From an optimization exercise on the open Yosys and OpenROAD flow, aimed at small area; shortcuts taken in it are not production practice. Function was checked by simulation only, so behaviour that the tests miss may differ from the original. Power and IR drop assume default switching activity.

==> flow/config.mk <==
export PLATFORM = sky130hd
export DESIGN_NAME = idct_dequant_loader
export DESIGN_NICKNAME = idct_dequant_loader
export VERILOG_FILES = /design/flow/design.v
export SDC_FILE = /design/flow/constraint.sdc
export NUM_CORES = 4
export LEC_CHECK = 0
export CAP_MARGIN = 20
export CORE_MARGIN = 2
export CORE_UTILIZATION = 65
export CTS_BUF_LIST = sky130_fd_sc_hd__clkbuf_16
export CTS_CLUSTER_DIAMETER = 100
export CTS_CLUSTER_SIZE = 20
export SLEW_MARGIN = 20
export SYNTH_HIERARCHICAL = 1
export SYNTH_MINIMUM_KEEP_SIZE = 0
==> flow/constraint.sdc <==
create_clock -name core_clock -period 10.0 [get_ports {clk}]
set_input_delay 2.0000 -clock core_clock [delete_from_list [all_inputs] [get_ports {clk}]]
set_output_delay 2.0000 -clock core_clock [all_outputs]
set_load 0.01 [all_outputs]
==> flow/design.v <==
module idct_hold_word #(
   parameter int W = 8
)
(
   input  logic         clk,
   input  logic         ld,
   input  logic         keep,
   input  logic [W-1:0] d,
   output logic [W-1:0] q
);
   for (genvar b = 0; b < W; b++) begin : g_bit
      idct_hold_bit u_bit (.clk (clk), .ld (ld), .keep (keep), .d (d[b]), .q (q[b]));
   end
endmodule
module idct_hold_bit (
   input  logic clk,
   input  logic ld,
   input  logic keep,
   input  logic d,
   output logic q
);
   always_ff @(posedge clk)
      q <= (ld & d) | (keep & q);
endmodule
module idct_quant_ram #(
   parameter int WQ = 8
)
(
   input  logic             clk,
   input  logic [63:0]      ld,       
   input  logic [WQ-1:0]    wdata,
   output logic [64*WQ-1:0] mem       
);
   for (genvar i = 0; i < 64; i++) begin : g_ent
      idct_hold_word #(.W(WQ)) u_ent (
         .clk (clk), .ld (ld[i]), .keep (!ld[i]), .d (wdata),
         .q (mem[i*WQ +: WQ])
      );
   end
endmodule
module idct_sel8 (
   input  logic [7:0] s,
   input  logic [7:0] d,
   output logic       y
);
   assign y = |(s & d);
endmodule
module idct_dequant_loader #(
   parameter int WIN   = 12,    
   parameter int WCOEF = 12,    
   parameter int WQ    = 8      
)
(
   input  logic                    clk,
   input  logic                    rst,
   input  logic                    s_valid,
   output logic                    s_ready,
   input  logic signed [WCOEF-1:0] s_coef,
   input  logic                    s_last,
   input  logic                    q_we,
   input  logic [5:0]              q_addr,
   input  logic [WQ-1:0]           q_data,
   output logic [64*WIN-1:0]       out_block,
   output logic                    out_valid,
   output logic [15:0]             blk_count
);
   localparam int NCOEF = 64;
   localparam logic [NCOEF*6-1:0] ZIGZAG = {
      6'd63, 6'd62, 6'd55, 6'd47, 6'd54, 6'd61, 6'd60, 6'd53,
      6'd46, 6'd39, 6'd31, 6'd38, 6'd45, 6'd52, 6'd59, 6'd58,
      6'd51, 6'd44, 6'd37, 6'd30, 6'd23, 6'd15, 6'd22, 6'd29,
      6'd36, 6'd43, 6'd50, 6'd57, 6'd56, 6'd49, 6'd42, 6'd35,
      6'd28, 6'd21, 6'd14, 6'd7, 6'd6, 6'd13, 6'd20, 6'd27,
      6'd34, 6'd41, 6'd48, 6'd40, 6'd33, 6'd26, 6'd19, 6'd12,
      6'd5, 6'd4, 6'd11, 6'd18, 6'd25, 6'd32, 6'd24, 6'd17,
      6'd10, 6'd3, 6'd2, 6'd9, 6'd16, 6'd8, 6'd1, 6'd0
   };
   logic [5:0]             k;         
   logic                   pend;      
   logic                   accept;
   logic                   blk_end;
   logic [NCOEF-1:0]       at;        
   logic [WQ-1:0]          q_val;
   logic [WIN-1:0]         p_lo;
   logic                   ovf;
   logic [WIN-1:0]         sat;
   logic [NCOEF*WIN-1:0]   buffer;    
   assign s_ready = !rst && !q_we;
   assign accept  = s_valid && s_ready;
   assign blk_end = s_last || (k == 6'd63);
   always_comb
      for (int j = 0; j < NCOEF; j++)
         at[j] = k == 6'(j);
   logic [NCOEF-1:0]       q_ld;
   logic [WQ-1:0]          q_wdata;
   logic [NCOEF*WQ-1:0]    q_mem;
   always_comb
      for (int j = 0; j < NCOEF; j++)
         q_ld[j] = rst || (q_we && q_addr == ZIGZAG[j*6 +: 6]);
   assign q_wdata = rst ? WQ'(1) : q_data;
   idct_quant_ram #(.WQ(WQ)) u_qram (
      .clk   (clk),
      .ld    (q_ld),
      .wdata (q_wdata),
      .mem   (q_mem)
   );
   logic [7:0]        lo1h, hi1h;
   logic [8*WQ-1:0]   rowv;       
   always_comb
      for (int i = 0; i < 8; i++) begin
         lo1h[i] = k[2:0] == 3'(i);
         hi1h[i] = k[5:3] == 3'(i);
      end
   for (genvar b = 0; b < WQ; b++) begin : g_rd
      for (genvar r = 0; r < 8; r++) begin : g_row
         logic [7:0] col;
         for (genvar c = 0; c < 8; c++) begin : g_col
            assign col[c] = q_mem[(r*8+c)*WQ + b];
         end
         idct_sel8 u_row (.s (lo1h), .d (col), .y (rowv[b*8 + r]));
      end
      idct_sel8 u_fin (.s (hi1h), .d (rowv[b*8 +: 8]), .y (q_val[b]));
   end
   logic                   sgn;
   logic [WQ-1:0]          big;       
   logic                   ovf_big;
   idct_mul_lo u_mul (.a (s_coef), .b (q_val), .p (p_lo));
   assign sgn  = s_coef[WCOEF-1];
   always_comb begin
      for (int j = 0; j < WQ; j++) begin
         big[j] = 1'b0;
         for (int i = 0; i < WCOEF-1; i++)
            if (i + 2 >= WIN + 1 - j)
               big[j] = big[j] | (s_coef[i] ^ sgn);
      end
   end
   assign ovf_big = |(big & q_val);
   assign ovf     = ovf_big || ((p_lo[WIN-1] ^ sgn) && (q_val != '0));
   assign sat     = ovf ? {sgn, {(WIN-1){!sgn}}} : p_lo;
   always_ff @(posedge clk) begin
      if (rst) begin
         k    <= '0;
         pend <= 1'b0;
      end else begin
         pend <= accept && blk_end;
         if (accept)
            k <= blk_end ? 6'd0 : k + 6'd1;
      end
   end
   logic [NCOEF-1:0] wr;
   logic [NCOEF-1:0] bkeep;
   always_comb
      for (int j = 0; j < NCOEF; j++) begin
         wr[j]    = accept && at[j];
         bkeep[j] = !wr[j] && !pend && !rst;
      end
   for (genvar j = 0; j < NCOEF; j++) begin : g_buf
      idct_hold_word #(.W(WIN)) u_slot (
         .clk (clk), .ld (wr[j]), .keep (bkeep[j]), .d (sat),
         .q (buffer[j*WIN +: WIN])
      );
   end
   logic pub, hold;
   assign pub  = pend && !rst;
   assign hold = !pend && !rst;
   for (genvar j = 0; j < NCOEF; j++) begin : g_out
      idct_hold_word #(.W(WIN)) u_pos (
         .clk (clk), .ld (pub), .keep (hold), .d (buffer[j*WIN +: WIN]),
         .q (out_block[ZIGZAG[j*6 +: 6]*WIN +: WIN])
      );
   end
   always_ff @(posedge clk) begin
      if (rst) begin
         out_valid <= 1'b0;
         blk_count <= '0;
      end else begin
         out_valid <= pend;
         if (pend)
            blk_count <= blk_count + 16'd1;
      end
   end
endmodule
module idct_mul_lo (
   input  logic [11:0] a,
   input  logic [7:0] b,
   output logic [11:0] p
);
   logic n1;
   assign n1 = a[0] & b[0];
   logic n2;
   assign n2 = a[1] & b[0];
   logic n3;
   assign n3 = a[2] & b[0];
   logic n4;
   assign n4 = a[3] & b[0];
   logic n5;
   assign n5 = a[4] & b[0];
   logic n6;
   assign n6 = a[5] & b[0];
   logic n7;
   assign n7 = a[6] & b[0];
   logic n8;
   assign n8 = a[7] & b[0];
   logic n9;
   assign n9 = a[8] & b[0];
   logic n10;
   assign n10 = a[9] & b[0];
   logic n11;
   assign n11 = a[10] & b[0];
   logic n12;
   assign n12 = a[11] & b[0];
   logic n13;
   assign n13 = a[0] & b[1];
   logic n14;
   assign n14 = a[1] & b[1];
   logic n15;
   assign n15 = a[2] & b[1];
   logic n16;
   assign n16 = a[3] & b[1];
   logic n17;
   assign n17 = a[4] & b[1];
   logic n18;
   assign n18 = a[5] & b[1];
   logic n19;
   assign n19 = a[6] & b[1];
   logic n20;
   assign n20 = a[7] & b[1];
   logic n21;
   assign n21 = a[8] & b[1];
   logic n22;
   assign n22 = a[9] & b[1];
   logic n23;
   assign n23 = a[10] & b[1];
   logic n24;
   assign n24 = a[0] & b[2];
   logic n25;
   assign n25 = a[1] & b[2];
   logic n26;
   assign n26 = a[2] & b[2];
   logic n27;
   assign n27 = a[3] & b[2];
   logic n28;
   assign n28 = a[4] & b[2];
   logic n29;
   assign n29 = a[5] & b[2];
   logic n30;
   assign n30 = a[6] & b[2];
   logic n31;
   assign n31 = a[7] & b[2];
   logic n32;
   assign n32 = a[8] & b[2];
   logic n33;
   assign n33 = a[9] & b[2];
   logic n34;
   assign n34 = a[0] & b[3];
   logic n35;
   assign n35 = a[1] & b[3];
   logic n36;
   assign n36 = a[2] & b[3];
   logic n37;
   assign n37 = a[3] & b[3];
   logic n38;
   assign n38 = a[4] & b[3];
   logic n39;
   assign n39 = a[5] & b[3];
   logic n40;
   assign n40 = a[6] & b[3];
   logic n41;
   assign n41 = a[7] & b[3];
   logic n42;
   assign n42 = a[8] & b[3];
   logic n43;
   assign n43 = a[0] & b[4];
   logic n44;
   assign n44 = a[1] & b[4];
   logic n45;
   assign n45 = a[2] & b[4];
   logic n46;
   assign n46 = a[3] & b[4];
   logic n47;
   assign n47 = a[4] & b[4];
   logic n48;
   assign n48 = a[5] & b[4];
   logic n49;
   assign n49 = a[6] & b[4];
   logic n50;
   assign n50 = a[7] & b[4];
   logic n51;
   assign n51 = a[0] & b[5];
   logic n52;
   assign n52 = a[1] & b[5];
   logic n53;
   assign n53 = a[2] & b[5];
   logic n54;
   assign n54 = a[3] & b[5];
   logic n55;
   assign n55 = a[4] & b[5];
   logic n56;
   assign n56 = a[5] & b[5];
   logic n57;
   assign n57 = a[6] & b[5];
   logic n58;
   assign n58 = a[0] & b[6];
   logic n59;
   assign n59 = a[1] & b[6];
   logic n60;
   assign n60 = a[2] & b[6];
   logic n61;
   assign n61 = a[3] & b[6];
   logic n62;
   assign n62 = a[4] & b[6];
   logic n63;
   assign n63 = a[5] & b[6];
   logic n64;
   assign n64 = a[0] & b[7];
   logic n65;
   assign n65 = a[1] & b[7];
   logic n66;
   assign n66 = a[2] & b[7];
   logic n67;
   assign n67 = a[3] & b[7];
   logic n68;
   assign n68 = a[4] & b[7];
   logic n69;
   logic n70;
   idct_ha u_ha1 (.a(n7), .b(n18), .s(n69), .co(n70));
   logic n71;
   logic n72;
   idct_fa u_fa2 (.a(n8), .b(n19), .ci(n29), .s(n71), .co(n72));
   logic n73;
   logic n74;
   idct_ha u_ha3 (.a(n38), .b(n46), .s(n73), .co(n74));
   logic n75;
   logic n76;
   idct_fa u_fa4 (.a(n9), .b(n20), .ci(n30), .s(n75), .co(n76));
   logic n77;
   logic n78;
   idct_fa u_fa5 (.a(n39), .b(n47), .ci(n54), .s(n77), .co(n78));
   logic n79;
   logic n80;
   idct_fa u_fa6 (.a(n10), .b(n21), .ci(n31), .s(n79), .co(n80));
   logic n81;
   logic n82;
   idct_fa u_fa7 (.a(n40), .b(n48), .ci(n55), .s(n81), .co(n82));
   logic n83;
   logic n84;
   idct_fa u_fa8 (.a(n11), .b(n22), .ci(n32), .s(n83), .co(n84));
   logic n85;
   logic n86;
   idct_fa u_fa9 (.a(n41), .b(n49), .ci(n56), .s(n85), .co(n86));
   logic n87;
   assign n87 = n12 ^ n23 ^ n33;
   logic n88;
   assign n88 = n42 ^ n50 ^ n57;
   logic n89;
   logic n90;
   idct_ha u_ha10 (.a(n5), .b(n16), .s(n89), .co(n90));
   logic n91;
   logic n92;
   idct_fa u_fa11 (.a(n6), .b(n17), .ci(n27), .s(n91), .co(n92));
   logic n93;
   logic n94;
   idct_ha u_ha12 (.a(n36), .b(n44), .s(n93), .co(n94));
   logic n95;
   logic n96;
   idct_fa u_fa13 (.a(n69), .b(n28), .ci(n37), .s(n95), .co(n96));
   logic n97;
   logic n98;
   idct_fa u_fa14 (.a(n45), .b(n52), .ci(n58), .s(n97), .co(n98));
   logic n99;
   logic n100;
   idct_fa u_fa15 (.a(n71), .b(n73), .ci(n53), .s(n99), .co(n100));
   logic n101;
   logic n102;
   idct_fa u_fa16 (.a(n59), .b(n64), .ci(n70), .s(n101), .co(n102));
   logic n103;
   logic n104;
   idct_fa u_fa17 (.a(n75), .b(n77), .ci(n60), .s(n103), .co(n104));
   logic n105;
   logic n106;
   idct_fa u_fa18 (.a(n65), .b(n72), .ci(n74), .s(n105), .co(n106));
   logic n107;
   logic n108;
   idct_fa u_fa19 (.a(n79), .b(n81), .ci(n61), .s(n107), .co(n108));
   logic n109;
   logic n110;
   idct_fa u_fa20 (.a(n66), .b(n76), .ci(n78), .s(n109), .co(n110));
   logic n111;
   logic n112;
   idct_fa u_fa21 (.a(n83), .b(n85), .ci(n62), .s(n111), .co(n112));
   logic n113;
   logic n114;
   idct_fa u_fa22 (.a(n67), .b(n80), .ci(n82), .s(n113), .co(n114));
   logic n115;
   assign n115 = n87 ^ n88 ^ n63;
   logic n116;
   assign n116 = n68 ^ n84 ^ n86;
   logic n117;
   logic n118;
   idct_ha u_ha23 (.a(n4), .b(n15), .s(n117), .co(n118));
   logic n119;
   logic n120;
   idct_fa u_fa24 (.a(n89), .b(n26), .ci(n35), .s(n119), .co(n120));
   logic n121;
   logic n122;
   idct_fa u_fa25 (.a(n91), .b(n93), .ci(n51), .s(n121), .co(n122));
   logic n123;
   logic n124;
   idct_fa u_fa26 (.a(n95), .b(n97), .ci(n92), .s(n123), .co(n124));
   logic n125;
   logic n126;
   idct_fa u_fa27 (.a(n99), .b(n101), .ci(n96), .s(n125), .co(n126));
   logic n127;
   logic n128;
   idct_fa u_fa28 (.a(n103), .b(n105), .ci(n100), .s(n127), .co(n128));
   logic n129;
   logic n130;
   idct_fa u_fa29 (.a(n107), .b(n109), .ci(n104), .s(n129), .co(n130));
   logic n131;
   logic n132;
   idct_fa u_fa30 (.a(n111), .b(n113), .ci(n108), .s(n131), .co(n132));
   logic n133;
   assign n133 = n115 ^ n116 ^ n112;
   logic n134;
   logic n135;
   idct_ha u_ha31 (.a(n3), .b(n14), .s(n134), .co(n135));
   logic n136;
   logic n137;
   idct_fa u_fa32 (.a(n117), .b(n25), .ci(n34), .s(n136), .co(n137));
   logic n138;
   logic n139;
   idct_fa u_fa33 (.a(n119), .b(n43), .ci(n118), .s(n138), .co(n139));
   logic n140;
   logic n141;
   idct_fa u_fa34 (.a(n121), .b(n90), .ci(n120), .s(n140), .co(n141));
   logic n142;
   logic n143;
   idct_fa u_fa35 (.a(n123), .b(n94), .ci(n122), .s(n142), .co(n143));
   logic n144;
   logic n145;
   idct_fa u_fa36 (.a(n125), .b(n98), .ci(n124), .s(n144), .co(n145));
   logic n146;
   logic n147;
   idct_fa u_fa37 (.a(n127), .b(n102), .ci(n126), .s(n146), .co(n147));
   logic n148;
   logic n149;
   idct_fa u_fa38 (.a(n129), .b(n106), .ci(n128), .s(n148), .co(n149));
   logic n150;
   logic n151;
   idct_fa u_fa39 (.a(n131), .b(n110), .ci(n130), .s(n150), .co(n151));
   logic n152;
   assign n152 = n133 ^ n114 ^ n132;
   logic n153;
   logic n154;
   idct_ha u_ha40 (.a(n2), .b(n13), .s(n153), .co(n154));
   logic n155;
   logic n156;
   idct_fa u_fa41 (.a(n134), .b(n24), .ci(n154), .s(n155), .co(n156));
   logic n157;
   logic n158;
   idct_fa u_fa42 (.a(n136), .b(n135), .ci(n156), .s(n157), .co(n158));
   logic n159;
   logic n160;
   idct_fa u_fa43 (.a(n138), .b(n137), .ci(n158), .s(n159), .co(n160));
   logic n161;
   logic n162;
   idct_fa u_fa44 (.a(n140), .b(n139), .ci(n160), .s(n161), .co(n162));
   logic n163;
   logic n164;
   idct_fa u_fa45 (.a(n142), .b(n141), .ci(n162), .s(n163), .co(n164));
   logic n165;
   logic n166;
   idct_fa u_fa46 (.a(n144), .b(n143), .ci(n164), .s(n165), .co(n166));
   logic n167;
   logic n168;
   idct_fa u_fa47 (.a(n146), .b(n145), .ci(n166), .s(n167), .co(n168));
   logic n169;
   logic n170;
   idct_fa u_fa48 (.a(n148), .b(n147), .ci(n168), .s(n169), .co(n170));
   logic n171;
   logic n172;
   idct_fa u_fa49 (.a(n150), .b(n149), .ci(n170), .s(n171), .co(n172));
   logic n173;
   assign n173 = n152 ^ n151 ^ n172;
   assign p = {n173, n171, n169, n167, n165, n163, n161, n159, n157, n155, n153, n1};
endmodule
module idct_fa (input logic a, b, ci, output logic s, co);
   assign s  = a ^ b ^ ci;
   assign co = (a & b) | (a & ci) | (b & ci);
endmodule
module idct_ha (input logic a, b, output logic s, co);
   assign s  = a ^ b;
   assign co = a & b;
endmodule
==> flow/flow/run.sh <==
#!/bin/bash
# The standard layout (the standard.sh: standard synthesis, floorplan,
# placement, CTS, routing) with two knobs the flow settings do not reach:
# port buffers use the smallest buffer cell, and CTS inserts no dummy loads
# (clock tree: clkbuf_16, clusters of up to 20 sinks within 100 um).
set -euo pipefail
export BUFFER_PORTS_ARGS="-buffer_cell sky130_fd_sc_hd__buf_1"
export CTS_ARGS="-sink_clustering_enable -repair_clock_nets -buf_list sky130_fd_sc_hd__clkbuf_16 -sink_clustering_size 20 -sink_clustering_max_diameter 100 -dont_use_dummy_load"
bash standard.sh finish > standard_flow.log 2>&1
==> flow/standard.sh <==
#!/bin/bash
# synth_recipe.tcl (not shown) runs the flow's synth.tcl, then flattens the netlist and writes it again
# the make line also repeats each setting of config.mk as NAME=value (left out here)
make -C /OpenROAD-flow-scripts/flow DESIGN_CONFIG=/design/flow/config.mk WORK_HOME=/design/flow/orfs CLKGATE_MAP_FILE= SYNTH_SCRIPT=/design/flow/synth_recipe.tcl "${@:-finish}"
==> key figures, run 1 <==
Detailed routing
  – Post-DRT Antenna Nets: 0
  – Routed WL per cell: 28.9 µm
  – Routed via count: 52.5k
  – Detailed Route WL: 219 mm
  – DR pass1 iterations: 6
  – Vias per std cell: 6.94
  – Post-route DRC: 0
  – 1st-iter DRT viols: 6401

Logic synthesis
  – Post-synth top area share: 62.6%
  – Ranking of synthesized cells by area: dfxtp_1 63%, a22o_1 27%, a22oi_1 3.3%
  – Top cells by count, synth: 2072 x dfxtp_1, 2048 x a22o_1, 288 x a22oi_1, 159 x nor2_1, 91 x nand2_1
  – EDFF count, synth: 0
  – Most common cell in the netlist: dfxtp_1
  – Seq/Total Area, Yosys: 62.6%
  – Mean Syn Cell Area: 12.8 µm²
  – Async set-reset flop share out of synthesis: 0%
  – Top FF cell, synth: dfxtp_1
  – Netlist cell types: 54
  – Cells after synthesis: 5166
  – Synthesized area: 0.0662 mm²
  – Yosys top cell by area: dfxtp_1
  – Syn nets: 5253
  – Yosys reg bits: 2072
  – YS warnings: 8

Power
  – Lkg Pwr: 29.3 nW
  – Peak supply drop: 0.181 mV
  – Cell Pwr Density: 196 mW/mm²

Worst hold path
  – Hold Crit Class: flop to flop

Layout
  – Final net count: 6286
  – Syn-to-layout area delta: 13.9%
  – Layout cells sized above 1: 5.49%
  – Layout Cells excl Fill: 7568

Clock network
  – Clock latency at the later pin of the worst-skew pair: 0.76 ns
  – TritonCTS clock tree: done
  – # clock sinks: 2072
  – # H-tree levels: 3
  – Num CTS Buffers: 113
  – Gates resized, CTS repair: 0
  – CTS Hold Buffers Added: 0
  – Setup Buffers After CTS: 0
  – Maximum buffer depth of the clock tree: 3
  – CTS Root Buffer Type: clkbuf_16
  – Clock slew at reported path FFs: 0.09 ns

Floorplanning
  – Rows: 117
  – Die Area: 0.104 mm²
  – Starting Density: 65.3%
  – Die H: 323 µm
  – Die width: 323 µm
  – IO Pins: 817
  – Core area: 0.101 mm²

STA
  – Setup Viol. Count Final: 0
  – Worst-Margin Slew: 1.19 ns
  – Fin crit period: 9.71 ns
  – Slew Limit Fails: 0
  – Peak Freq: 103 MHz
  – Final Cycle Share: 97.1%
  – Smallest setup slack after layout: 0.294 ns
  – Rel. slew slack: 19.8%
  – RSZ-0062 raised after global routing: false
  – Final Hold Fails: 0
  – Clock Skews: 0.0544 ns

Global route
  – Largest net degree at the start of global routing: 215
  – Initial antenna violation count: 10
  – Global-route wire length before repair: 318 mm
  – Congestion Overflow GR: 0
  – GRT Util Overall: 39.9%
  – Vias in the first global route: 47.9k

Worst setup path
  – Critical path launch point type: flop
  – Worst path most repeated cell: fa_1
  – CP peak stage delay: 0.53 ns
  – Crit path DAT: 10.33 ns
  – CP max FO: 29
  – CP Buf/Inv Count: 4
  – Crit path max-delay family: adder cells
  – Worst Path Required: 10.62 ns
  – Critical Setup Path Class: flop to flop
  – CP endpoint kind: flop
  – Slowest cell on crit path: fa_1

Placed design
  – GP Congestion: 0.911
  – HPWL Detailed: 145 mm
  – Inst Count DP: 7452
  – Pre-CTS WS: 0.387 ns
  – Port bufs: 816

Run status
  – Status: timing/DRC/antenna clean

Run
  – Max-cap viol count: 0
==> cell type report <==
cell class              instances  area (µm²)
flip-flops and latches       2072       41500
fillers                      7137       26000
multi-input cells            2965       24400
repair buffers                976        4710
clock buffers                 113        2830
well taps                    1368        1710
inverters                      71         270
diodes                          3        7.51
==> Yosys stat by module (local to each module, per instance), a selection <==
module	flops+latches	times used	cells inside	cell area (µm²)
idct_sel8	0	72	5	36.3
idct_mul_lo	0	1	95	648
idct_dequant_loader	24	1	502	2880
idct_fa	0	42	1	20.0
idct_ha	0	7	1	12.5
idct_hold_bit	1	2048	2	28.8
==> worst paths after layout <==
path | start | end | slack (ns) | cells after the start
setup reg to reg | k[0]$_SDFFE_PP0P_ | g_buf[22].u_slot.g_bit[8].u_bit.q$_DFF_P_ | 0.29 | 31
setup / recovery | k[0]$_SDFFE_PP0P_ | g_buf[22].u_slot.g_bit[8].u_bit.q$_DFF_P_ | 0.29 | 31
hold / removal | g_buf[5].u_slot.g_bit[7].u_bit.q$_DFF_P_ | g_out[5].u_pos.g_bit[7].u_bit.q$_DFF_P_ | 0.46 | 1
hold reg to reg | g_buf[5].u_slot.g_bit[7].u_bit.q$_DFF_P_ | g_out[5].u_pos.g_bit[7].u_bit.q$_DFF_P_ | 0.46 | 1
==> sequential cells by signal, indices dropped and copies added, names as in the netlist <==
name                              cells
k                                     6
g_buf.u_slot.g_bit.u_bit.q          768
u_qram.g_ent.u_ent.g_bit.u_bit.q    512
g_out.u_pos.g_bit.u_bit.q           768
blk_count                            16
out_valid                             1
pend                                  1
==> kinds of logic (layout without fill, tap and decap cells) <==
kind of cell | after synthesis | after routing | synth area share, %
other | 0 | 3 | 0
AOI/OAI and AO/OA | 2409 | 2409 | 31.1
muxes | 2 | 2 | 0.0321
adders and majority gates | 56 | 56 | 1.53
and+or+nand+nor | 470 | 470 | 3.50
buffers and inverters | 129 | 1160 | 0.837
DFF | 2072 | 2072 | 62.6
xor gates and xnor gates | 28 | 28 | 0.402
==> worst reg2reg max path: cells and delay by family (launching register included) <==
family / cells / cell delay (ns)
fa+ha+maj: 11 / 4.38
simple gates: 4 / 1.23
compound gates: 7 / 1.68
flops: 1 / 0.42
xor+xnor: 5 / 0.95
buf+inv: 4 / 0.95
==> stage by stage <==
step | instance area [µm²] | util, % | hold WS, ns | power (W) | setup TNS, ns
floorplan | 66300 | - | 0.440 | 0.00956 | -1361.79
global route | 75400 | 74.4 | 0.484 | 0.0151 | 0
CTS | 75400 | 74.3 | 0.469 | 0.0147 | 0
global placement | 72600 | 71.5 | 0.451 | 0.0103 | 0
detailed placement | 72600 | 71.5 | 0.450 | 0.0104 | 0
finish | 75400 | 74.4 | 0.465 | 0.0148 | 0
==> cells in the final DEF (no fill, tap or decap), types with 42 or more instances in the layout <==
cell,count
buf_4,124
dfxtp_1,2072
nand2_1,91
inv_1,69
and2_1,53
clkbuf_16,113
nor2_1,151
a22o_1,2048
buf_1,815
nand4_1,79
fa_1,42
a22oi_1,287
==> report_power, final <==
| part | internal, W | switching (W) | total [W] |
|---|---|---|---|
| logic | 0.000517 | 0.00116 | 0.00168 |
| clock network | 0.00200 | 0.00256 | 0.00455 |
| registers | 0.00843 | 0.000107 | 0.00853 |
| total | 0.0109 | 0.00382 | 0.0148 |
==> metal layers <==
metal  vias up  GRT usage (%)  routed length (µm)
li1      22700              -                   -
met1     26200           54.1               86800
met2      2988           59.8               96300
met3       589           8.73               21900
met4        14           21.5               13800
met5         -              0                  95
==> run 2: changes to the inputs <==
--- a/flow/config.mk
+++ b/flow/config.mk
@@ -8,8 +8,9 @@
 export CAP_MARGIN = 20
 export CORE_MARGIN = 2
-export CORE_UTILIZATION = 65
+export CORE_UTILIZATION = 70
 export CTS_BUF_LIST = sky130_fd_sc_hd__clkbuf_16
 export CTS_CLUSTER_DIAMETER = 100
 export CTS_CLUSTER_SIZE = 20
+export PLACE_DENSITY = 0.72
 export SLEW_MARGIN = 20
 export SYNTH_HIERARCHICAL = 1
==> run 2 against run 1 <==
Still clean on timing, DRC and antenna. Design area down 0.52%. Clock power about the same. Largest power group unchanged. First-iteration DRC count up 13%. Via count up 1.4%. Critical path depth down 1. Routed wire length about the same. Maximum frequency about the same. Utilization up 5.8 points. Setup slack worse by 0.0064 ns. Power down 0.14%.
==> key figures, run 2 <==
Run status
  – Status: timing/DRC/antenna clean

Power
  – Cell Pwr Density: 196 mW/mm² (+0.38%)
  – Lkg Pwr: 29.1 nW (-0.63%)
  – Total Power: 0.0147 W (-0.14%)
  – Peak supply drop: 0.186 mV (+3.2%)

Worst hold path
  – Hold Crit Class: flop to flop

STA
  – Fin crit period: 9.71 ns (+0.00637 ns)
  – RSZ-0062 raised after global routing: false
  – Fin Hold WS: 0.472 ns (+0.00780 ns)
  – Worst-Margin Slew: 1.23 ns (+0.0355 ns)
  – Clock Skews: 0.0486 ns (-0.00576 ns)
  – Rel. slew slack: 18.0% (-1.8 points)
  – Slew Limit Fails: 0 (unchanged)
  – Peak Freq: 103 MHz (about the same)
  – Final Hold Fails: 0 (unchanged)
  – Setup Viol. Count Final: 0 (unchanged)
  – Final Cycle Share: 97.1% (about the same)

Clock network
  – # H-tree levels: 3 (unchanged)
  – # clock sinks: 2072 (unchanged)
  – Setup Buffers After CTS: 0 (unchanged)
  – Clock latency at the later pin of the worst-skew pair: 0.73 ns (-0.03 ns)
  – TritonCTS clock tree: done
  – CTS Root Buffer Type: clkbuf_16
  – Num CTS Buffers: 113 (unchanged)
  – Clock slew at reported path FFs: 0.09 ns (about the same)
  – Maximum buffer depth of the clock tree: 3 (unchanged)

Layout
  – Syn-to-layout area delta: 13.3%
  – Layout cells sized above 1: 4.93% (-0.55 points)
  – Final net count: 6250 (-0.57%)
  – Layout Cells excl Fill: 7422 (-1.9%)
  – Most frequent cells in the layout: 2072 x dfxtp_1, 2048 x a22o_1, 815 x buf_1
  – Most common cell after layout, fill and taps aside: dfxtp_1
  – Biggest regs: g_buf.u_slot.g_bit.u_bit.q x768, g_out.u_pos.g_bit.u_bit.q x768, u_qram.g_ent.u_ent.g_bit.u_bit.q x512

Floorplanning
  – IO Pins: 817 (unchanged)
  – Rows: 112 (-4.3%)
  – Core area: 0.0936 mm² (-7.7%)
  – Die width: 312 µm (-3.6%)
  – Die H: 312 µm (-3.6%)
  – Starting Density: 70.8% (+5.5 points)
  – Die Area: 0.0971 mm² (-7.1%)

Detailed routing
  – Routed WL per cell: 29.5 µm (+2.0%)
  – DR pass1 iterations: 6 (unchanged)
  – 1st-iter DRT viols: 7205 (+13%)
  – Routed via count: 53.2k (+1.4%)
  – Vias per std cell: 7.17 (+3.4%)
  – Post-DRT Antenna Nets: 0 (unchanged)
  – Detailed Route WL: 219 mm (about the same)
  – Post-route DRC: 0 (unchanged)

Worst setup path
  – CP endpoint kind: flop
  – Slowest cell on crit path: fa_1
  – Crit path DAT: 10.31 ns (-0.02 ns)
  – R2R Setup Slk: 0.29 ns (about the same)
  – FF-to-FF Start: k[1]$_SDFFE_PP0P_
  – Reg2reg end: g_buf[41].u_slot.g_bit[7].u_bit.q$_DFF_P_
  – CP peak stage delay: 0.53 ns (about the same)
  – Worst Path Required: 10.60 ns (-0.02 ns)
  – CP max FO: 21 (-28%)
  – Critical Setup Path Class: flop to flop
  – Worst path most repeated cell: fa_1
  – CP Launch Point: k[1]$_SDFFE_PP0P_
  – CP endpoint: g_buf[41].u_slot.g_bit[7].u_bit.q$_DFF_P_
  – Critical path launch point type: flop
  – R2R cell count: 30 (-3.2%)

Logic synthesis
  – Top FF cell, synth: dfxtp_1
  – Netlist cell types: 54 (unchanged)
  – Seq/Total Area, Yosys: 62.6% (unchanged)
  – Most common cell in the netlist: dfxtp_1
  – Yosys reg bits: 2072 (unchanged)
  – Cells after synthesis: 5166 (unchanged)
  – EDFF count, synth: 0 (unchanged)
  – Syn nets: 5253 (unchanged)
  – Top cells by count, synth: 2072 x dfxtp_1, 2048 x a22o_1, 288 x a22oi_1, 159 x nor2_1, 91 x nand2_1
  – Synthesized area: 0.0662 mm² (unchanged)
  – Async set-reset flop share out of synthesis: 0% (unchanged)
  – YS warnings: 8 (unchanged)
  – Mean Syn Cell Area: 12.8 µm² (unchanged)
  – Post-synth top area share: 62.6% (unchanged)
  – Yosys top cell by area: dfxtp_1
  – Ranking of synthesized cells by area: dfxtp_1 63%, a22o_1 27%, a22oi_1 3.3%

Global route
  – Initial antenna violation count: 11 (+1)
  – Congestion Overflow GR: 0 (unchanged)
  – Vias in the first global route: 48.7k (+1.7%)
  – GRT Util Overall: 43.0% (+3.1 points)
  – Global-route wire length before repair: 323 mm (+1.4%)
  – Largest net degree at the start of global routing: 193 (-10%)

Placed design
  – GP Congestion: 0.916 (+0.60%)
  – Inst Count DP: 7299 (-2.1%)
  – Port bufs: 816 (unchanged)
  – HPWL Detailed: 144 mm (-0.71%)

Run
  – Max-cap viol count: 0 (unchanged)
==> run 2: cell types whose count changed in the layout (fill, tap and decap cells not counted), sizes merged <==
cell / delta
buf: -36
diode: +4
==> run 2: power by group <==
part           total (W)  switching (W)  internal [W]  leakage (nW)
Sequential       0.00853       0.000108       0.00843          16.8
Combinational    0.00167        0.00117      0.000505          10.9
Clock            0.00454        0.00254       0.00200          1.39
==> run 2: worst min-delay path by stage <==
stage,start,to,cells after the start
2_1_floorplan,u_qram.g_ent[0].u_ent.g_bit[0].u_bit.q$_DFF_P_,u_qram.g_ent[0].u_ent.g_bit[0].u_bit.q$_DFF_P_,1
3_3_place_gp,g_out[6].u_pos.g_bit[5].u_bit.q$_DFF_P_,g_out[6].u_pos.g_bit[5].u_bit.q$_DFF_P_,1
6_report,g_buf[9].u_slot.g_bit[1].u_bit.q$_DFF_P_,g_out[9].u_pos.g_bit[1].u_bit.q$_DFF_P_,1
4_1_cts,g_buf[33].u_slot.g_bit[3].u_bit.q$_DFF_P_,g_out[33].u_pos.g_bit[3].u_bit.q$_DFF_P_,1
5_1_grt,g_out[12].u_pos.g_bit[6].u_bit.q$_DFF_P_,g_out[12].u_pos.g_bit[6].u_bit.q$_DFF_P_,1
3_5_place_dp,g_out[58].u_pos.g_bit[9].u_bit.q$_DFF_P_,g_out[58].u_pos.g_bit[9].u_bit.q$_DFF_P_,1
==> run 2: Yosys stat by module, one instance, submodules excluded, a selection <==
module	cell area, µm²	times used
idct_mul_lo	648	1
idct_hold_bit	28.8	2048
idct_dequant_loader	2880	1
idct_sel8	36.3	72
idct_fa	20.0	42
idct_ha	12.5	7
==> run 2: per-layer routing <==
metal | wire, µm | vias up | global-route usage, %
met4 | 15000 | 12 | 24.5
met3 | 24800 | 646 | 10.2
met5 | 86 | - | 0
li1 | - | 22600 | -
met1 | 83900 | 26400 | 58.0
met2 | 95300 | 3545 | 63.9
==> run 2: timing repair <==
action,in CTS,in global routing
hold buffers,0,0
resized for setup,0,1
endpoints found under the setup margin,0,552
==> run 2: per-stage QoR <==
| stage | setup WS (ns) | instance area [µm²] | utilization, % | setup TNS [ns] |
|---|---|---|---|---|
| 2_1_floorplan | -0.942 | 66300 | - | -1361.79 |
| 3_3_place_gp | 0.480 | 72100 | 77.1 | 0 |
| 3_5_place_dp | 0.374 | 72200 | 77.1 | 0 |
| 4_1_cts | 0.304 | 75000 | 80.1 | 0 |
| 5_1_grt | 0.0392 | 75000 | 80.2 | 0 |
| 6_report | 0.288 | 75100 | 80.2 | 0 |
==> run 2: cell families (layout without fill, tap and decap cells) <==
family | Yosys count | in the layout | synth area share (%)
AOI/OAI and AO/OA | 2409 | 2409 | 31.1
DFF | 2072 | 2072 | 62.6
and+or+nand+nor | 470 | 470 | 3.50
buffers and inverters | 129 | 1124 | 0.837
adders and majority gates | 56 | 56 | 1.53
xor gates and xnor gates | 28 | 28 | 0.402
muxes | 2 | 2 | 0.0321
other | 0 | 7 | 0
==> run 2: critical path, delay by kind of cell, from the launching register on <==
family,cells,cell delay (ns)
compound gates,7,1.78
xor+xnor,5,0.94
fa+ha+maj,10,4.18
buf+inv,4,0.82
flops,1,0.40
simple gates,4,1.42
==> run 2: layout make-up <==
class	count	area, µm²
Antenna cell	7	17.5
Multi-Input combinational cell	2965	24400
Clock buffer	113	2830
Sequential cell	2072	41500
Fill cell	5852	18600
Timing Repair Buffer	940	4450
Tap cell	1254	1570
Inverter	71	270
==> run 3: changes to the inputs <==
==> flow/run.sh (new file) <==
#!/bin/bash
# synth_recipe.tcl (not shown) runs the flow's synth.tcl, then flattens the netlist and writes it again
# the make line also repeats each setting of config.mk as NAME=value (left out here)
make -C /OpenROAD-flow-scripts/flow DESIGN_CONFIG=/design/flow/config.mk WORK_HOME=/design/flow/orfs CLKGATE_MAP_FILE= SYNTH_SCRIPT=/design/flow/synth_recipe.tcl finish
--- a/flow/config.mk
+++ b/flow/config.mk
@@ -8,9 +8,8 @@
 export CAP_MARGIN = 20
 export CORE_MARGIN = 2
-export CORE_UTILIZATION = 70
+export CORE_UTILIZATION = 65
 export CTS_BUF_LIST = sky130_fd_sc_hd__clkbuf_16
 export CTS_CLUSTER_DIAMETER = 100
 export CTS_CLUSTER_SIZE = 20
-export PLACE_DENSITY = 0.72
 export SLEW_MARGIN = 20
 export SYNTH_HIERARCHICAL = 1
removed: flow/flow/run.sh
removed: flow/standard.sh
==> run 3 against run 2 <==
Power increased by 0.80%. Maximum frequency increased by 0.69%. Critical endpoint is now g_buf[53].u_slot.g_bit[8].u_bit.q$_DFF_P_. Critical path type unchanged. Setup slack improved by 0.066 ns. Global-route usage decreased by 1.9 points.
==> key figures, run 3 <==
Logic synthesis
  – YS warnings: 8 (unchanged)
  – Top FF cell, synth: dfxtp_1
  – Yosys reg bits: 2072 (unchanged)
  – Async set-reset flop share out of synthesis: 0% (unchanged)
  – Seq/Total Area, Yosys: 62.6% (unchanged)
  – Cells after synthesis: 5166 (unchanged)
  – Synthesized area: 0.0662 mm² (unchanged)
  – Mean Syn Cell Area: 12.8 µm² (unchanged)
  – Ranking of synthesized cells by area: dfxtp_1 63%, a22o_1 27%, a22oi_1 3.3%
  – Yosys top cell by area: dfxtp_1
  – Most common cell in the netlist: dfxtp_1
  – Syn nets: 5253 (unchanged)
  – Netlist cell types: 54 (unchanged)
  – Post-synth top area share: 62.6% (unchanged)
  – EDFF count, synth: 0 (unchanged)
  – Top cells by count, synth: 2072 x dfxtp_1, 2048 x a22o_1, 288 x a22oi_1, 159 x nor2_1, 91 x nand2_1

Clock network
  – # clock sinks: 2072 (unchanged)
  – Maximum buffer depth of the clock tree: 3 (unchanged)
  – # H-tree levels: 3 (unchanged)
  – Clock slew at reported path FFs: 0.08 ns (about the same)
  – TritonCTS clock tree: done
  – CTS Hold Buffers Added: 0 (unchanged)
  – Num CTS Buffers: 113 (unchanged)
  – CTS Root Buffer Type: clkbuf_16
  – Clock latency at the later pin of the worst-skew pair: 0.74 ns (about the same)

STA
  – Fin crit period: 9.65 ns (-0.0662 ns)
  – Clock Skews: 0.0281 ns (-0.0206 ns)
  – Setup Viol. Count Final: 0 (unchanged)
  – Final Hold Fails: 0 (unchanged)
  – Peak Freq: 104 MHz (+0.69%)
  – Fin Hold WS: 0.466 ns (-0.00659 ns)
  – Rel. slew slack: 17.8% (-0.19 points)
  – Final Cycle Share: 96.5% (-0.66 points)
  – RSZ-0062 raised after global routing: false
  – Slew Limit Fails: 0 (unchanged)
  – Worst-Margin Slew: 1.23 ns (+0.00283 ns)

Layout
  – Most frequent cells in the layout: 2072 x dfxtp_1, 2048 x a22o_1, 815 x clkdlybuf4s50_1
  – Layout cells sized above 1: 5.74% (+0.81 points)
  – Final net count: 6300 (+0.80%)
  – Register Area: 0.0415 mm² (unchanged)
  – FILL cells: 6316 (+7.9%)
  – Multi-input logic area: 0.0244 mm² (about the same)
  – Fin area: 0.0808 mm² (+7.6%)
  – Syn-to-layout area delta: 21.9%
  – Fin util: 79.6% (-0.58 points)
  – Biggest regs: g_buf.u_slot.g_bit.u_bit.q x768, g_out.u_pos.g_bit.u_bit.q x768, u_qram.g_ent.u_ent.g_bit.u_bit.q x512
  – Most common cell after layout, fill and taps aside: dfxtp_1

Detailed routing
  – Post-route DRC: 0 (unchanged)
  – Vias per std cell: 6.98 (-2.7%)
  – Detailed Route WL: 224 mm (+2.4%)
  – Post-DRT Antenna Nets: 0 (unchanged)
  – Routed via count: 52.9k (-0.49%)
  – DR pass1 iterations: 7 (+1)
  – Routed WL per cell: 29.6 µm (+0.16%)
  – 1st-iter DRT viols: 6902 (-4.2%)

Worst setup path
  – Crit path max-delay family: adder cells
  – Worst path most repeated cell: fa_1
  – Critical path launch point type: flop
  – Critical Setup Path Class: flop to flop
  – CP peak stage delay: 0.52 ns (about the same)
  – CP Buf/Inv Count: 4 (unchanged)
  – CP max FO: 34 (+62%)
  – Crit path DAT: 10.27 ns (-0.04 ns)
  – Slowest cell on crit path: fa_1
  – Worst Path Required: 10.63 ns (+0.03 ns)
  – CP endpoint kind: flop

Floorplanning
  – Die Area: 0.104 mm² (+7.6%)
  – IO Pins: 817 (unchanged)
  – Core area: 0.101 mm² (+8.4%)
  – Die width: 323 µm (+3.7%)
  – Starting Density: 65.3% (-5.5 points)
  – Rows: 117 (+4.5%)
  – Die H: 323 µm (+3.7%)

Power
  – Peak supply drop: 0.147 mV (-21%)
  – Lkg Pwr: 31.3 nW (+7.3%)
  – Cell Pwr Density: 184 mW/mm² (-6.3%)

Run status
  – Status: timing/DRC/antenna clean

Global route
  – GRT Util Overall: 41.1% (-1.9 points)
  – Largest net degree at the start of global routing: 216 (+12%)
  – Global-route wire length before repair: 327 mm (+1.5%)
  – Vias in the first global route: 49.2k (+1.1%)
  – Initial antenna violation count: 9 (-2)
  – Congestion Overflow GR: 0 (unchanged)

Placed design
  – Placed Instance Area: 0.0778 mm² (+7.8%)
  – HPWL Detailed: 150 mm (+4.5%)
  – Port bufs: 816 (unchanged)
  – GP Congestion: 0.920 (+0.48%)

Run
  – Max-cap viol count: 0 (unchanged)

Worst hold path
  – Hold Crit Class: flop to flop
## run 3: cell counts after synthesis
Identical to the previous run, type by type.
## run 3: per-module statistics from Yosys, one instance, submodules excluded, a selection
module / flip-flops and latches / cells inside / area [µm²]
idct_dequant_loader: 24 / 502 / 2880
idct_fa: 0 / 1 / 20.0
idct_ha: 0 / 1 / 12.5
idct_hold_bit: 1 / 2 / 28.8
idct_mul_lo: 0 / 95 / 648
idct_sel8: 0 / 5 / 36.3
## run 3: cells by family after synthesis
| logic type | after synthesis | synth area share [%] |
|---|---|---|
| AO/OA/AOI/OAI | 2409 | 31.1 |
| flip-flops | 2072 | 62.6 |
| AND/OR/NAND/NOR | 470 | 3.50 |
| buffers and inverters | 129 | 0.837 |
| adder cells (fa/ha/maj) | 56 | 1.53 |
| XOR/XNOR | 28 | 0.402 |
| multiplexers | 2 | 0.0321 |
## run 3: worst paths after layout
check	start	to	slack [ns]	cells past startpoint
hold / removal	g_buf[12].u_slot.g_bit[5].u_bit.q$_DFF_P_	g_out[12].u_pos.g_bit[5].u_bit.q$_DFF_P_	0.47	1
setup / recovery	k[0]$_SDFFE_PP0P_	g_buf[53].u_slot.g_bit[8].u_bit.q$_DFF_P_	0.35	30
setup reg to reg	k[0]$_SDFFE_PP0P_	g_buf[53].u_slot.g_bit[8].u_bit.q$_DFF_P_	0.35	30
hold reg to reg	g_buf[12].u_slot.g_bit[5].u_bit.q$_DFF_P_	g_out[12].u_pos.g_bit[5].u_bit.q$_DFF_P_	0.47	1
## run 3: power by group
group          internal, W  switching, W  total [W]
combinational     0.000555       0.00118    0.00173
clock              0.00202       0.00258    0.00460
sequential         0.00843      0.000106    0.00853
total               0.0110       0.00386     0.0149
## run 3: layer usage
layer | global-route usage (%) | vias to the layer above | share of wire (%)
met4 | 23.9 | 12 | 6.8
met5 | 0 | - | 0.036
met2 | 61.7 | 3225 | 44
met1 | 54.8 | 26300 | 39
met3 | 9.15 | 628 | 10
li1 | - | 22700 | -
## run 3: stage by stage
step           setup TNS (ns)  setup WS [ns]  power (W)  instances
2_1_floorplan        -1361.79         -0.942    0.00956       5166
4_1_cts                     0          0.472     0.0148       7582
5_1_grt                     0         0.0190     0.0152       7585
3_3_place_gp                0          0.539     0.0104       7462
3_5_place_dp                0          0.508     0.0104       7464
6_report                    0          0.354     0.0149       7590
## run 3: area by class of cell
| type | instances | share of cell area [%] |
|---|---|---|
| repair buffers | 990 | 12.3 |
| well taps | 1368 | 2.12 |
| diodes | 6 | 0.0186 |
| flip-flops and latches | 2072 | 51.4 |
| clock buffers | 114 | 3.53 |
| inverters | 71 | 0.335 |
| multi-input cells | 2965 | 30.3 |
| clock inverters | 4 | 0.0527 |
## run 3: timing repair
action,CTS,global route
gates resized for setup,0,2
hold endpoints to repair,0,0
setup endpoints to repair,0,25
buffers inserted,0,0
==> run 4: changes to the inputs <==
==> flow/flow/run.sh (new file) <==
#!/bin/bash
# The standard layout (the standard.sh: standard synthesis, floorplan,
# placement, CTS, routing) with two knobs the flow settings do not reach:
# port buffers use the smallest buffer cell, and CTS inserts no dummy loads
# (clock tree: clkbuf_16, clusters of up to 24 sinks within 100 um).
set -euo pipefail
export BUFFER_PORTS_ARGS="-buffer_cell sky130_fd_sc_hd__buf_1"
export CTS_ARGS="-sink_clustering_enable -repair_clock_nets -buf_list sky130_fd_sc_hd__clkbuf_16 -sink_clustering_size 24 -sink_clustering_max_diameter 100 -dont_use_dummy_load"
bash standard.sh finish > standard_flow.log 2>&1
==> flow/standard.sh (new file) <==
#!/bin/bash
# synth_recipe.tcl (not shown) runs the flow's synth.tcl, then flattens the netlist and writes it again
# the make line also repeats each setting of config.mk as NAME=value (left out here)
make -C /OpenROAD-flow-scripts/flow DESIGN_CONFIG=/design/flow/config.mk WORK_HOME=/design/flow/orfs CLKGATE_MAP_FILE= SYNTH_SCRIPT=/design/flow/synth_recipe.tcl "${@:-finish}"
--- a/flow/config.mk
+++ b/flow/config.mk
@@ -6,11 +6,11 @@
 export NUM_CORES = 4
 export LEC_CHECK = 0
-export CAP_MARGIN = 20
+export CAP_MARGIN = 10
 export CORE_MARGIN = 2
 export CORE_UTILIZATION = 65
 export CTS_BUF_LIST = sky130_fd_sc_hd__clkbuf_16
 export CTS_CLUSTER_DIAMETER = 100
-export CTS_CLUSTER_SIZE = 20
-export SLEW_MARGIN = 20
+export CTS_CLUSTER_SIZE = 24
+export SLEW_MARGIN = 10
 export SYNTH_HIERARCHICAL = 1
 export SYNTH_MINIMUM_KEEP_SIZE = 0
removed: flow/run.sh
==> run 4 against run 3 <==
Worst hold slack improved by 0.0041 ns. Setup slack gained 0.0077 ns. Design area decreased by 7.1%. Final cell count fell by 0.49%. Synthesized cell count unchanged.
==> key figures, run 4 <==
Worst setup path
  – CP max FO: 29 (-15%)
  – CP endpoint kind: flop
  – CP Launch Point: k[0]$_SDFFE_PP0P_
  – Slowest cell on crit path: fa_1
  – Reg2reg end: g_buf[53].u_slot.g_bit[8].u_bit.q$_DFF_P_
  – R2R cell count: 32 (+6.7%)
  – Critical path launch point type: flop
  – Worst Path Required: 10.60 ns (-0.03 ns)
  – Critical Setup Path Class: flop to flop
  – Worst path most repeated cell: fa_1
  – CP peak stage delay: 0.53 ns (about the same)
  – R2R Setup Slk: 0.36 ns (about the same)
  – Crit path DAT: 10.24 ns (-0.03 ns)
  – FF-to-FF Start: k[0]$_SDFFE_PP0P_

Floorplanning
  – Die width: 323 µm (unchanged)
  – Die Area: 0.104 mm² (unchanged)
  – Rows: 117 (unchanged)
  – Die H: 323 µm (unchanged)
  – Core area: 0.101 mm² (unchanged)
  – Starting Density: 65.3% (unchanged)
  – IO Pins: 817 (unchanged)

Detailed routing
  – Vias per std cell: 6.92 (-0.83%)
  – Highest metal used: met5
  – Post-DRT Antenna Nets: 0 (unchanged)
  – Met2 WL: 96.3 mm (-2.2%)
  – M1 WL: 86.3 mm (-0.74%)
  – Detailed Route WL: 218 mm (-2.7%)
  – Routed WL per cell: 28.9 µm (-2.2%)
  – Post-route DRC: 0 (unchanged)
  – 1st-iter DRT viols: 6332 (-8.3%)
  – Met3 WL post-DR: 22.2 mm (-5.8%)
  – DR pass1 iterations: 6 (-1)
  – Routed via count: 52.3k (-1.3%)

STA
  – Fin Hold WS: 0.470 ns (+0.00406 ns)
  – Smallest setup slack after layout: 0.362 ns (+0.00770 ns)
  – Fin crit period: 9.64 ns (-0.00770 ns)
  – Slew Limit Fails: 0 (unchanged)
  – RSZ-0062 raised after global routing: false
  – Final Cycle Share: 96.4% (about the same)
  – Worst-Margin Slew: 1.36 ns (+0.130 ns)
  – Final Hold Fails: 0 (unchanged)
  – Peak Freq: 104 MHz (about the same)
  – Rel. slew slack: 9.09% (-8.7 points)
  – Clock Skews: 0.0389 ns (+0.0109 ns)
  – Setup Viol. Count Final: 0 (unchanged)

Layout
  – Syn-to-layout area delta: 13.2%
  – Most common cell after layout, fill and taps aside: dfxtp_1
  – Fin util: 73.9% (-5.7 points)
  – Fin area: 0.0750 mm² (-7.1%)
  – Biggest regs: g_buf.u_slot.g_bit.u_bit.q x768, g_out.u_pos.g_bit.u_bit.q x768, u_qram.g_ent.u_ent.g_bit.u_bit.q x512
  – FILL cells: 7176 (+14%)
  – Final net count: 6269 (-0.49%)
  – Layout cells sized above 1: 5.11% (-0.63 points)
  – Multi-input logic area: 0.0244 mm² (about the same)
  – Most frequent cells in the layout: 2072 x dfxtp_1, 2048 x a22o_1, 815 x buf_1
  – Register Area: 0.0415 mm² (unchanged)

Global route
  – Congestion Overflow GR: 0 (unchanged)
  – Largest net degree at the start of global routing: 215 (-0.46%)
  – GRT Util Overall: 39.9% (-1.2 points)
  – Global-route wire length before repair: 318 mm (-3.0%)
  – Initial antenna violation count: 7 (-2)
  – Vias in the first global route: 47.8k (-2.9%)

Power
  – Peak supply drop: 0.170 mV (+16%)
  – Lkg Pwr: 29.1 nW (-6.9%)
  – Cell Pwr Density: 192 mW/mm² (+4.5%)
  – Total Power: 0.0144 W (-3.0%)
  – Clk pwr share: 29.2% (-1.8 points)
  – NetSw: 0.00376 W (-2.6%)
  – P_int: 0.0107 W (-3.1%)
  – Seq pwr share: 59.2% (+1.8 points)
  – Comb power frac: 11.6% (about the same)
  – Sw Ratio: 26.1% (+0.11 points)

Logic synthesis
  – EDFF count, synth: 0 (unchanged)
  – Post-synth top area share: 62.6% (unchanged)
  – Top FF cell, synth: dfxtp_1
  – Seq/Total Area, Yosys: 62.6% (unchanged)
  – Ranking of synthesized cells by area: dfxtp_1 63%, a22o_1 27%, a22oi_1 3.3%
  – Mean Syn Cell Area: 12.8 µm² (unchanged)
  – Yosys reg bits: 2072 (unchanged)
  – Cells after synthesis: 5166 (unchanged)
  – Top cells by count, synth: 2072 x dfxtp_1, 2048 x a22o_1, 288 x a22oi_1, 159 x nor2_1, 91 x nand2_1
  – Yosys top cell by area: dfxtp_1
  – YS warnings: 8 (unchanged)
  – Most common cell in the netlist: dfxtp_1
  – Synthesized area: 0.0662 mm² (unchanged)
  – Async set-reset flop share out of synthesis: 0% (unchanged)
  – Netlist cell types: 54 (unchanged)
  – Syn nets: 5253 (unchanged)

Clock network
  – Maximum buffer depth of the clock tree: 3 (unchanged)
  – TritonCTS clock tree: done
  – Num CTS Buffers: 96 (-15%)
  – Clock latency at the later pin of the worst-skew pair: 0.72 ns (-0.02 ns)
  – # H-tree levels: 3 (unchanged)
  – Clock slew at reported path FFs: 0.09 ns (about the same)
  – CTS Root Buffer Type: clkbuf_16
  – # clock sinks: 2072 (unchanged)

Placed design
  – Placed Instance Area: 0.0726 mm² (-6.7%)
  – GP Congestion: 0.911 (-1.1%)
  – Port bufs: 816 (unchanged)
  – Pre-CTS WS: 0.332 ns (-0.175 ns)
  – HPWL Detailed: 145 mm (-3.5%)

Worst hold path
  – Hold Crit Class: flop to flop
  – Worst min-delay path endpoint: u_qram.g_ent[18].u_ent.g_bit[5].u_bit.q$_DFF_P_
  – Hold depth: 1 (unchanged)
  – Min-Delay Startpoint: u_qram.g_ent[18].u_ent.g_bit[5].u_bit.q$_DFF_P_

Run status
  – Status: timing/DRC/antenna clean

Run
  – Max-cap viol count: 0 (unchanged)
[run 4: cell types whose count changed in the layout (fill, tap and decap cells not counted), sizes merged]
| cell | previous run | this run |
|---|---|---|
| buf | 175 | 975 |
| clkbuf | 114 | 97 |
| clkdlybuf4s50 | 815 | 0 |
| clkinv | 1 | 0 |
| diode | 6 | 5 |
| inv | 73 | 70 |
[run 4: timing repair]
action | CTS | global route
hold buffers | 0 | 0
gates resized for setup | 0 | 1
setup buffers | 0 | 1
endpoints found under the setup margin | 0 | 764
[run 4: through the flow]
stage,TNS [ns],instances
global route,0,7549
global placement,0,7451
CTS,0,7547
finish,0,7553
floorplan,-1361.79,5166
detailed placement,0,7451
[run 4: cell type report]
type	count	area share [%]
Antenna cell	5	0.0167
Clock buffer	96	3.20
Inverter	71	0.360
Multi-Input combinational cell	2965	32.6
Sequential cell	2072	55.3
Tap cell	1368	2.28
Timing Repair Buffer	976	6.27
[run 4: kinds of logic (layout without fill, tap and decap cells)]
group / after synthesis / in the layout / synth area share, %
flops: 2072 / 2072 / 62.6
xor+xnor: 28 / 28 / 0.402
other cells: 0 / 5 / 0
buf+inv: 129 / 1143 / 0.837
simple gates: 470 / 470 / 3.50
fa+ha+maj: 56 / 56 / 1.53
mux: 2 / 2 / 0.0321
compound gates: 2409 / 2409 / 31.1
[run 4: worst max-delay path: cells and delay by family, from the launching register on]
kind | cells | cell delay (ns)
xor+xnor | 5 | 0.94
compound gates | 7 | 1.67
fa+ha+maj | 11 | 4.42
buf+inv | 5 | 1.12
flops | 1 | 0.43
simple gates | 4 | 0.90
[run 4: routing by layer]
layer	GRT usage, %	vias up
li1	-	22700
met1	53.7	26100
met2	60.0	2989
met3	9.21	512
met4	20.8	12
met5	0	-
[run 4: how the worst max path moves through the flow]
stage / to / slack, ns / cells past startpoint
6_report: g_buf[53].u_slot.g_bit[8].u_bit.q$_DFF_P_ / 0.36 / 32
5_1_grt: g_buf[53].u_slot.g_bit[8].u_bit.q$_DFF_P_ / 0.02 / 31
4_1_cts: g_buf[53].u_slot.g_bit[8].u_bit.q$_DFF_P_ / 0.29 / 31
3_5_place_dp: g_buf[30].u_slot.g_bit[8].u_bit.q$_DFF_P_ / 0.33 / 31
3_3_place_gp: g_buf[23].u_slot.g_bit[8].u_bit.q$_DFF_P_ / 0.32 / 32
2_1_floorplan: g_buf[0].u_slot.g_bit[10].u_bit.q$_DFF_P_ / -0.94 / 31
[run 4: power by group through the flow]
stage	Clock [W]	Combinational (W)	Sequential (W)
finish	0.00421	0.00168	0.00854
floorplan	0	0.000873	0.00869
detailed placement	0	0.00164	0.00872
CTS	0.00421	0.00164	0.00853
global placement	0	0.00162	0.00872
global route	0.00450	0.00175	0.00855
[run 4: modules after synthesis, one instance, submodules excluded, excerpt]
module               area, µm²  flops+latches  times used  cells
idct_dequant_loader       2880             24           1    502
idct_fa                   20.0              0          42      1
idct_ha                   12.5              0           7      1
idct_sel8                 36.3              0          72      5
idct_mul_lo                648              0           1     95
idct_hold_bit             28.8              1        2048      2
==> run 5: changes to the inputs <==
--- a/flow/config.mk
+++ b/flow/config.mk
@@ -8,8 +8,9 @@
 export CAP_MARGIN = 10
 export CORE_MARGIN = 2
-export CORE_UTILIZATION = 65
+export CORE_UTILIZATION = 70
 export CTS_BUF_LIST = sky130_fd_sc_hd__clkbuf_16
 export CTS_CLUSTER_DIAMETER = 100
 export CTS_CLUSTER_SIZE = 24
+export PLACE_DENSITY = 0.72
 export SLEW_MARGIN = 10
 export SYNTH_HIERARCHICAL = 1
==> run 5 against run 4 <==
Die area is 7.1% lower. Sequential cell count did not move. Sequential power barely moved. Clock skew is 0.014 ns higher. Global-route usage is 2.9 points higher. Design area shrank 0.56%. Combinational power barely moved. Synthesized cell count did not move. Maximum frequency hardly changed. Largest cell class unchanged. Highest routed layer unchanged.
==> key figures, run 5 <==
Logic synthesis
  – EDFF count, synth: 0 (unchanged)
  – Most common cell in the netlist: dfxtp_1
  – Syn nets: 5253 (unchanged)
  – Netlist cell types: 54 (unchanged)
  – Cells after synthesis: 5166 (unchanged)
  – YS warnings: 8 (unchanged)
  – Async set-reset flop share out of synthesis: 0% (unchanged)
  – Seq/Total Area, Yosys: 62.6% (unchanged)
  – Top cells by count, synth: 2072 x dfxtp_1, 2048 x a22o_1, 288 x a22oi_1, 159 x nor2_1, 91 x nand2_1
  – Yosys top cell by area: dfxtp_1
  – Top FF cell, synth: dfxtp_1
  – Yosys reg bits: 2072 (unchanged)
  – Ranking of synthesized cells by area: dfxtp_1 63%, a22o_1 27%, a22oi_1 3.3%
  – Synthesized area: 0.0662 mm² (unchanged)
  – Mean Syn Cell Area: 12.8 µm² (unchanged)
  – Post-synth top area share: 62.6% (unchanged)

Clock network
  – CTS Root Buffer Type: clkbuf_16
  – Maximum buffer depth of the clock tree: 3 (unchanged)
  – Clock latency at the later pin of the worst-skew pair: 0.72 ns (about the same)
  – Clock slew at reported path FFs: 0.10 ns (about the same)
  – Num CTS Buffers: 96 (unchanged)
  – CTS Hold Buffers Added: 0 (unchanged)
  – # H-tree levels: 3 (unchanged)
  – # clock sinks: 2072 (unchanged)
  – TritonCTS clock tree: done

STA
  – Clock Skews: 0.0525 ns (+0.0136 ns)
  – Worst-Margin Slew: 1.29 ns (-0.0671 ns)
  – Final Hold Fails: 0 (unchanged)
  – Fin crit period: 9.64 ns (+0.000754 ns)
  – Slew Limit Fails: 0 (unchanged)
  – RSZ-0062 raised after global routing: false
  – Peak Freq: 104 MHz (about the same)
  – Final Cycle Share: 96.4% (about the same)
  – Fin Hold WS: 0.473 ns (+0.00337 ns)
  – Rel. slew slack: 13.6% (+4.5 points)
  – Setup Viol. Count Final: 0 (unchanged)

Detailed routing
  – DR pass1 iterations: 7 (+1)
  – Post-route DRC: 0 (unchanged)
  – Routed via count: 52.9k (+1.2%)
  – Vias per std cell: 7.14 (+3.2%)
  – 1st-iter DRT viols: 7483 (+18%)
  – Post-DRT Antenna Nets: 0 (unchanged)
  – Detailed Route WL: 218 mm (about the same)
  – Routed WL per cell: 29.5 µm (+1.9%)

Placed design
  – Inst Count DP: 7299 (-2.0%)
  – HPWL Detailed: 144 mm (-0.87%)
  – Port bufs: 816 (unchanged)
  – GP Congestion: 0.916 (+0.60%)

Power
  – Lkg Pwr: 28.9 nW (-0.67%)
  – P_int: 0.0106 W (-0.13%)
  – Sw Ratio: 26.1% (+0.034 points)
  – Comb power frac: 11.7% (about the same)
  – Cell Pwr Density: 193 mW/mm² (+0.48%)
  – Peak supply drop: 0.188 mV (+11%)
  – Seq pwr share: 59.2% (about the same)
  – NetSw: 0.00376 W (about the same)
  – Clk pwr share: 29.0% (-0.2 points)

Layout
  – Final net count: 6231 (-0.61%)
  – Syn-to-layout area delta: 12.6%
  – Most common cell after layout, fill and taps aside: dfxtp_1
  – Fin util: 79.7% (+5.7 points)
  – Biggest regs: g_buf.u_slot.g_bit.u_bit.q x768, g_out.u_pos.g_bit.u_bit.q x768, u_qram.g_ent.u_ent.g_bit.u_bit.q x512
  – Layout cells sized above 1: 4.48% (-0.64 points)
  – Most frequent cells in the layout: 2072 x dfxtp_1, 2048 x a22o_1, 815 x buf_1
  – Layout Cells excl Fill: 7404 (-2.0%)

Worst setup path
  – CP peak stage delay: 0.53 ns (about the same)
  – Crit path DAT: 10.22 ns (-0.02 ns)
  – Critical Setup Path Class: flop to flop
  – CP max FO: 21 (-28%)
  – CP endpoint kind: flop
  – Worst path most repeated cell: fa_1
  – Worst Path Required: 10.58 ns (-0.02 ns)
  – Critical path launch point type: flop
  – Slowest cell on crit path: fa_1

Global route
  – Initial antenna violation count: 14 (+7)
  – GRT Util Overall: 42.8% (+2.9 points)
  – Congestion Overflow GR: 0 (unchanged)
  – Largest net degree at the start of global routing: 193 (-10%)
  – Vias in the first global route: 48.4k (+1.2%)
  – Global-route wire length before repair: 321 mm (+0.96%)

Floorplanning
  – Rows: 112 (-4.3%)
  – Die H: 312 µm (-3.6%)
  – Die width: 312 µm (-3.6%)
  – Starting Density: 70.8% (+5.5 points)
  – IO Pins: 817 (unchanged)
  – Die Area: 0.0971 mm² (-7.1%)
  – Core area: 0.0936 mm² (-7.7%)

Worst hold path
  – Hold Crit Class: flop to flop

Run
  – Max-cap viol count: 0 (unchanged)

Run status
  – Status: timing/DRC/antenna clean
==> run 5: cell types whose count changed in the layout (fill, tap and decap cells not counted), sizes merged <==
cell / before / now
diode: 5 / 8
buf: 975 / 937
==> run 5: what timing repair did <==
action	4_1_cts	5_1_grt
resized for setup	0	2
hold endpoints to repair	0	0
setup endpoints to repair	0	642
setup buffers	0	0
==> run 5: worst paths after layout <==
kind                                                                 startpoint                                               to  slack, ns  cells after the start
worst min register to register  u_qram.g_ent[57].u_ent.g_bit[0].u_bit.q$_DFF_P_  u_qram.g_ent[57].u_ent.g_bit[0].u_bit.q$_DFF_P_       0.47                      1
worst min-delay path            u_qram.g_ent[57].u_ent.g_bit[0].u_bit.q$_DFF_P_  u_qram.g_ent[57].u_ent.g_bit[0].u_bit.q$_DFF_P_       0.47                      1
worst max register to register                                k[0]$_SDFFE_PP0P_        g_buf[41].u_slot.g_bit[7].u_bit.q$_DFF_P_       0.36                     29
worst max-delay path                                          k[0]$_SDFFE_PP0P_        g_buf[41].u_slot.g_bit[7].u_bit.q$_DFF_P_       0.36                     29
==> run 5: worst max-delay path, delay by kind of cell, from the launching register on <==
| kind | cells | cell delay (ns) |
|---|---|---|
| buf+inv | 3 | 0.76 |
| simple gates | 3 | 0.97 |
| fa+ha+maj | 11 | 4.68 |
| compound gates | 7 | 1.77 |
| flops | 1 | 0.36 |
| xor+xnor | 5 | 0.94 |
==> run 5: kinds of logic after synthesis <==
family,synth area share (%)
compound gates,31.1
flops,62.6
simple gates,3.50
buf+inv,0.837
fa+ha+maj,1.53
xor+xnor,0.402
mux,0.0321
==> run 5: area by class of cell <==
type / instances / area (µm²)
flip-flops and latches: 2072 / 41500
multi-input cells: 2965 / 24400
fillers: 5988 / 19000
repair buffers: 938 / 4430
clock buffers: 96 / 2400
well taps: 1254 / 1570
inverters: 71 / 270
diodes: 8 / 20.0
==> run 5: modules after synthesis (local to each module, per instance), a selection <==
module	area (µm²)	flip-flops and latches
idct_hold_bit	28.8	1
idct_mul_lo	648	0
idct_sel8	36.3	0
idct_fa	20.0	0
idct_ha	12.5	0
idct_dequant_loader	2880	24
==> run 5: metal layers <==
layer  GRT usage (%)  routed length, µm  vias up
li1                -                  -    22600
met1            57.7              83400    26100
met2            62.9              94300     3489
met3            10.5              25000      652
met4            25.1              15300       16
met5               0                108        -
==> run 5: power by group through the flow <==
stage | sequential, W | clock, W | combinational, W
global route | 0.00855 | 0.00446 | 0.00173
detailed placement | 0.00872 | 0 | 0.00162
CTS | 0.00853 | 0.00417 | 0.00163
global placement | 0.00871 | 0 | 0.00159
finish | 0.00854 | 0.00419 | 0.00169
floorplan | 0.00869 | 0 | 0.000873
==> run 5: per-stage QoR <==
step / power [W] / setup WS [ns] / area (µm²) / TNS (ns)
finish: 0.0144 / 0.361 / 74600 / 0
floorplan: 0.00956 / -0.942 / 66300 / -1361.79
global route: 0.0147 / 0.0383 / 74600 / 0
global placement: 0.0103 / 0.480 / 72100 / 0
CTS: 0.0143 / 0.342 / 74600 / 0
detailed placement: 0.0103 / 0.402 / 72100 / 0

## separate check: timing with driven ports
The flow's constraints put no driver on any port. The routed layouts listed below were extracted and timed again, unchanged, in two steps. Step 1, drivers: a clkbuf_16 drives clk and a buf_2 each remaining input, both assumed. Step 2 times the ports against the registers' clock, not the clock port: input delays grow and output delays shrink by t, the midpoint of the rising clock arrivals with the driver on. Slacks: no drivers / after step 1 / after step 2; pairs: no drivers / after step 1.
| run | t (ns) | setup WS [ns] | hold WS [ns] | slew at the worst register clock pin (ns) | cell pins on the clock port's net |
|---|---|---|---|---|---|
| run 1 | 0.810 | 0.294 / 0.294 / 0.294 | 0.465 / 0.465 / 0.465 | 0.09 / 0.09 | 1 |
| run 2 | 0.788 | 0.288 / 0.288 / 0.288 | 0.472 / 0.472 / 0.472 | 0.09 / 0.09 | 1 |
| run 3 | 0.807 | 0.354 / 0.354 / 0.354 | 0.466 / 0.466 / 0.466 | 0.09 / 0.09 | 1 |
| run 4 | 0.780 | 0.362 / 0.362 / 0.362 | 0.470 / 0.470 / 0.470 | 0.10 / 0.10 | 1 |
| run 5 | 0.770 | 0.361 / 0.361 / 0.361 | 0.473 / 0.473 / 0.473 | 0.10 / 0.10 | 1 |
After both steps setup and hold are still met in every run listed.
